Source: an optimization exercise on an open RTL-to-GDS flow (aim: small area, a short achievable clock period and few clock cycles). Production flows keep margins and buffers that such runs may drop.
In this exercise RTL edits were held to simulation tests only and were not proved equivalent to the original.
The flow treats the clock pin as an ideal source, which a real chip does not have.

==> build 87 <==
==> flow/design.v (excerpt) <==
module source_tokenizer_unit (
    input  logic        i_clk,
    input  logic        i_rst_n,
    input  logic        i_in_valid,
    input  logic [7:0]  i_src_byte,
    input  logic        i_end_of_input,
    output logic        o_in_stall,
    output logic        o_out_valid,
    output logic        o_result_kind,
    output logic [6:0]  o_token_kind,
    output logic [63:0] o_token_value,
    output logic [19:0] o_start_line,
    output logic [15:0] o_start_column,
    output logic        o_unterminated,
    output logic        o_last_of_run,
    input  logic        i_out_stall
);
    localparam logic [4:0] M_DOT2   = 5'd23;
    localparam logic [4:0] M_DOTTOK = 5'd24;
    logic       r_av, r_ae, r_sv, r_se;
    logic [7:0] r_ab, r_sb;
    logic [4:0]  r_mode;
    logic [19:0] r_tl, r_line;
    logic [15:0] r_tc, r_col;  
    logic        r_c1;         
    logic        r_tpend;    
    logic [63:0] r_acc;      
    logic        r_sat;      
    logic [24:0] r_kw;
    logic [3:0]  r_wl;
    logic        r_escd;
    logic        r_ov, r_ork, r_oun, r_olast, r_ovacc;
    logic [6:0]  r_otk;
    logic [7:0]  r_ovb;
    logic en, step, consume, a_free;
    assign en   = !(r_ov && i_out_stall);
    assign step = r_av && en;
    logic [7:0]  b;
    logic        eoi;
    logic [24:0] kw_first, kw_next;
    logic [6:0]  kind_now;
    assign b   = r_ab;
    assign eoi = r_ae;
    always_comb begin
        kw_first[0] = (b == "f");
        kw_first[1] = (b == "r");
        kw_first[2] = (b == "i");
        kw_first[3] = (b == "e");
        kw_first[4] = (b == "w");
        kw_first[5] = (b == "d");
        kw_first[6] = (b == "f");
        kw_first[7] = (b == "b");
        kw_first[8] = (b == "c");
        kw_first[9] = (b == "s");
        kw_first[10] = (b == "p");
        kw_first[11] = (b == "i");
        kw_first[12] = (b == "c");
  ...
==> module stok_add, before the edit <==
module stok_add #(
    parameter int W = 64
) (
    input  logic [W-1:0] i_a,
    input  logic [W-1:0] i_b,
    input  logic         i_ci,
    output logic [W:0]   o_s
);
    logic [W-1:0] p, g, gg, pp;
    always_comb begin
        p  = i_a ^ i_b;
        g  = i_a & i_b;
        gg = g;
        pp = p;
        gg[0] = g[0] | (p[0] & i_ci);
        for (int d = 1; d < W; d = d * 2) begin
            for (int i = 2 * d - 1; i < W; i = i + 2 * d) begin
                gg[i] = gg[i] | (pp[i] & gg[i - d]);
                pp[i] = pp[i] & pp[i - d];
            end
        end
        for (int d = W / 2; d >= 1; d = d / 2) begin
            for (int i = 3 * d - 1; i < W; i = i + 2 * d) begin
                gg[i] = gg[i] | (pp[i] & gg[i - d]);
                pp[i] = pp[i] & pp[i - d];
            end
        end
        o_s[0] = p[0] ^ i_ci;
        for (int i = 1; i < W; i = i + 1) o_s[i] = p[i] ^ gg[i - 1];
        o_s[W] = gg[W - 1];
    end
endmodule
export LEC_CHECK = 0
export CAP_MARGIN = 20
export CORE_MARGIN = 2
export CORE_UTILIZATION = 40
export SLEW_MARGIN = 20
create_clock -name core_clock -period 12.0 [get_ports {i_clk}]
standard.sh (not shown) runs the stock make flow with config.mk's settings and CLKGATE_MAP_FILE= SYNTH_SCRIPT=/design/flow/synth_recipe.tcl, a recipe that flattens the netlist after the stock synthesis.
==> flow/flow/run.sh <==
#!/bin/bash
# Layout: the standard flow, with an extra setup repair after placement
# and after clock tree synthesis that resizes and buffers the netlist for more
# setup slack than the standard flow asks for. The clock, the constraints and
# the registers are unchanged.
set -euo pipefail
HERE=$(pwd)
RES=$HERE/orfs/results/$FLOW_PLATFORM/source_tokenizer_unit/base
bash standard.sh synth floorplan place > "$HERE/log_std_place.txt" 2>&1
STAGE=3_place RES="$RES" openroad -no_splash -exit "$HERE/flow/opt.tcl" > "$HERE/log_opt_place.txt" 2>&1
bash standard.sh cts > "$HERE/log_std_cts.txt" 2>&1
STAGE=4_cts RES="$RES" openroad -no_splash -exit "$HERE/flow/opt.tcl" > "$HERE/log_opt_cts.txt" 2>&1
bash standard.sh > "$HERE/log_std_finish.txt" 2>&1
==> flow/flow/opt.tcl <==
# Extra setup repair on a placed (or clock-tree) stage's design, then legalise
# and write it back over the stage's result.
set res $::env(RES)
set stage $::env(STAGE)
set plat $::env(FLOW_HOME)/platforms/$::env(FLOW_PLATFORM)
read_liberty $plat/lib/sky130_fd_sc_hd__tt_025C_1v80.lib
read_db $res/$stage.odb
read_sdc $res/$stage.sdc
source $plat/setRC.tcl
set_dont_use {sky130_fd_sc_hd__probe_p_8 sky130_fd_sc_hd__probec_p_8 sky130_fd_sc_hd__lpflow_*}
if { $stage == "4_cts" } {
  set_propagated_clock [all_clocks]
}
estimate_parasitics -placement
report_worst_slack -max
report_worst_slack -min
report_design_area
set margin 8.5
if { [info exists ::env(OPT_MARGIN)] } { set margin $::env(OPT_MARGIN) }
repair_design
repair_timing -setup -setup_margin $margin -skip_gate_cloning -verbose
if { $stage == "4_cts" } {
  repair_timing -hold -hold_margin 0.1 -verbose
}
detailed_placement
check_placement -verbose
estimate_parasitics -placement
report_worst_slack -max
report_worst_slack -min
report_design_area
report_checks -path_delay max -format full_clock_expanded -digits 3
write_db $res/$stage.odb
==> inputs of trial 65, as changes to build 87 <==
--- a/flow/design.v
+++ b/flow/design.v
@@ -171,4 +171,5 @@
 );
     logic [W-1:0] p, g, gg, pp;
+    logic [W:0]   c;
     always_comb begin
         p  = i_a ^ i_b;
@@ -176,5 +177,4 @@
         gg = g;
         pp = p;
-        gg[0] = g[0] | (p[0] & i_ci);
         for (int d = 1; d < W; d = d * 2) begin
             for (int i = 2 * d - 1; i < W; i = i + 2 * d) begin
@@ -189,7 +189,8 @@
             end
         end
-        o_s[0] = p[0] ^ i_ci;
-        for (int i = 1; i < W; i = i + 1) o_s[i] = p[i] ^ gg[i - 1];
-        o_s[W] = gg[W - 1];
+        c[0] = i_ci;
+        for (int i = 0; i < W; i = i + 1) c[i + 1] = gg[i] | (pp[i] & i_ci);
+        for (int i = 0; i < W; i = i + 1) o_s[i] = p[i] ^ c[i];
+        o_s[W] = c[W];
     end
 endmodule
==> flow/flow/run.sh (replaced) <==
#!/bin/bash
set -euo pipefail
HERE=$(pwd)
RES=$HERE/orfs/results/$FLOW_PLATFORM/source_tokenizer_unit/base
OPT=$HERE/opt
mkdir -p "$OPT"

# $1: stage (3_place or 4_cts); $2: latency allowance added to the period
rounds() {
  local stage=$1 lat=$2
  cp "$RES/$stage.odb" "$OPT/${stage}_0.odb"
  STAGE=$stage RES="$RES" IN="$OPT/${stage}_0.odb" OUT="$OPT/${stage}_0.odb" STEP=0 \
    openroad -no_splash -exit "$HERE/flow/opt_round.tcl" > "$HERE/log_${stage}_round0.txt" 2>&1
  local best=0 bestq
  bestq=$(awk -v l="$lat" '{ printf "%.6f", $1 * (12 - $2 + l) }' "$OPT/${stage}_0.odb.m")
  local i prev q
  for i in $(seq 1 12); do
    prev=$((i - 1))
    STAGE=$stage RES="$RES" IN="$OPT/${stage}_$prev.odb" OUT="$OPT/${stage}_$i.odb" STEP=0.2 \
      openroad -no_splash -exit "$HERE/flow/opt_round.tcl" > "$HERE/log_${stage}_round$i.txt" 2>&1
    q=$(awk -v l="$lat" '{ printf "%.6f", $1 * (12 - $2 + l) }' "$OPT/${stage}_$i.odb.m")
    echo "$stage round $i: $(cat "$OPT/${stage}_$i.odb.m") proxy $q (best $bestq)" >> "$HERE/log_rounds.txt"
    if awk -v a="$q" -v b="$bestq" 'BEGIN { exit !(a < b * 0.998) }'; then
      best=$i; bestq=$q
    else
      break
    fi
  done
  echo "$stage: keeping round $best" >> "$HERE/log_rounds.txt"
  cp "$OPT/${stage}_$best.odb" "$RES/$stage.odb"
  cp "$OPT/${stage}_$best.odb.m" "$OPT/${stage}_kept.m"
}

bash standard.sh synth floorplan place > "$HERE/log_std_place.txt" 2>&1
rounds 3_place 0.35
bash standard.sh cts > "$HERE/log_std_cts.txt" 2>&1
rounds 4_cts 0
GRT_MARGIN=$(awk '{ printf "%.3f", $2 - 0.1 }' "$OPT/4_cts_kept.m")
echo "global route repair margin: $GRT_MARGIN" >> "$HERE/log_rounds.txt"
SETUP_SLACK_MARGIN=$GRT_MARGIN SKIP_GATE_CLONING=1 bash standard.sh > "$HERE/log_std_finish.txt" 2>&1
==> flow/flow/opt_round.tcl (new file) <==
# One round of setup repair on a placed (or clock-tree) stage's design: aim
# STEP above the worst slack, legalise, and write the design and its cell area
# and worst slack (to OUT.m). With STEP 0 only the port buffers are set to the
# smallest buffer (placement stage) and the design is measured.
set stage $::env(STAGE)
set res $::env(RES)
set plat $::env(FLOW_HOME)/platforms/$::env(FLOW_PLATFORM)
read_liberty $plat/lib/sky130_fd_sc_hd__tt_025C_1v80.lib
read_db $::env(IN)
read_sdc $res/$stage.sdc
source $plat/setRC.tcl
set_dont_use {sky130_fd_sc_hd__probe_p_8 sky130_fd_sc_hd__probec_p_8 sky130_fd_sc_hd__lpflow_*}
if { $stage == "4_cts" } {
  set_propagated_clock [all_clocks]
}
set step $::env(STEP)
if { $step == 0 } {
  if { $stage == "3_place" } {
    # the port buffers that buffer_ports chose are larger than the ports
    # need; start them at the smallest buffer and let the repair size them up
    set n 0
    foreach inst [[ord::get_db_block] getInsts] {
      set name [$inst getName]
      if { [regexp {^(input|output)[0-9]+$} $name]
           && [[$inst getMaster] getName] == "sky130_fd_sc_hd__clkdlybuf4s50_1" } {
        replace_cell $name sky130_fd_sc_hd__buf_1
        incr n
      }
    }
    puts "port buffers resized: $n"
    estimate_parasitics -placement
    repair_design
  }
} else {
  estimate_parasitics -placement
  set ws [sta::time_sta_ui [sta::worst_slack_cmd max]]
  set target [expr { $ws + $step }]
  puts "worst slack $ws, aiming at $target"
  repair_timing -setup -setup_margin $target -skip_gate_cloning
  if { $stage == "4_cts" } {
    repair_timing -hold -hold_margin 0.1
  }
  detailed_placement
  check_placement -verbose
}
estimate_parasitics -placement
set ws [sta::time_sta_ui [sta::worst_slack_cmd max]]
set area [rsz::design_area]
set area_um [expr { $area * 1e12 }]
report_worst_slack -max
report_worst_slack -min
report_design_area
set f [open "$::env(OUT).m" w]
puts $f "$area_um $ws"
close $f
write_db $::env(OUT)
--- a/flow/config.mk
+++ b/flow/config.mk
@@ -8,4 +8,5 @@
 export CAP_MARGIN = 20
 export CORE_MARGIN = 2
-export CORE_UTILIZATION = 40
+export CORE_UTILIZATION = 60
+export PLACE_DENSITY = 0.75
 export SLEW_MARGIN = 20
removed: flow/flow/opt.tcl
==> results.tsv <==
metric	value	unit
status	complete, no violations	
synth-compound-area-share	0.2676	
worstPathCellList	inv_2, ha_4, nand3b_1, nor4bb_2, a21oi_1, and3_1, o21bai_1, a2111o_1, o211a_2, or2_1, o21ai_0, o21ai_0	
clockNetworkAreaShare	0.04034	
fmaxAchievable	242.8	MHz
required	12.28	ns
finalNetCount	2196	
wl_met2	26890	um
p_seq	1.18	mW
seq_area	6036	um^2
synth-adder-area-share	0.06373	
drt_iter0_drc	3148	
max-slew-margin-rel	0.2685	
buf_share	0.06603	
buffers	204	
die_area	29700	um^2
critPathMostFrequentCell	o21ai_0	
power_frac_seq	0.285	
the above is filed under trial 65

==> results.tsv <==
metric	value	unit
p_seq	1.03	mW
clockNetworkAreaShare	0.03639	
status	complete, no violations	
buf_share	0.1435	
power_frac_seq	0.271	
critPathMostFrequentCell	fa_2	
power_frac_comb	0.520	
finalNetCount	2357	
synth_top_family_by_area	compound AO/OA/AOI/OAI gates	
worstPathCellList	buf_4, ha_4, a21oi_1, o221a_2, fa_2, fa_2, nand2b_4, a21oi_4, o211ai_1, and2_1, a2111o_1, o211a_1, o21ba_4, nor2b_4, fa_2, xnor2_1, nor2_1, nand3_1, o21ai_1, o21ai_1	
synth-adder-area-share	0.09516	
die_area	46150	um^2
synth-compound-area-share	0.2607	
p_int	2.198	mW
drt_iter0_drc	2262	
wl_met2	32030	um
required	12.31	ns
buffers	350	
seq_area	6041	um^2
fmaxAchievable	224.9	MHz
viasPerCell	6.473	
the above is filed under build 87

Testbench counts of build 87, summed over its fixed seeds: cycles 24,942.
Testbench counts of trial 65, summed over its fixed seeds: cycles 24,942.

[static timing again, ports no longer ideal]
Ports are ideal in the flow. The routed layouts listed here were re-timed in OpenROAD. Step 1: set_driving_cell puts a clkbuf_16 on i_clk and a buf_2 on each other input, an assumption about the parent block. Step 2 adds t to the input delays and takes it off the output delays; t is the mean of the earliest and latest rising clock arrival at the registers after step 1. Input paths then give back, and output paths get back, about the clock's delay inside the block. a / b / c = ideal ports / drivers / drivers and shift; a / b = the first two.
| run | shift t [ns] | setup slack, ns | hold slack, ns | clock arrival spread, ns | worst data-port slew with drivers (ns) |
|---|---|---|---|---|---|
| build 87 | 0.618 | 7.554 / 7.554 / 7.554 | 0.469 / 0.469 / 0.469 | 0.013 / 0.014 | 0.06 |
| trial 65 | 0.607 | 7.882 / 7.836 / 7.728 | 0.470 / 0.470 / 0.470 | 0.019 / 0.019 | 0.04 |
After both steps setup and hold are still met in every run listed. The setup slack of trial 65, which loses most, moves by -0.046 ns with the drivers and by -0.154 ns with both steps.
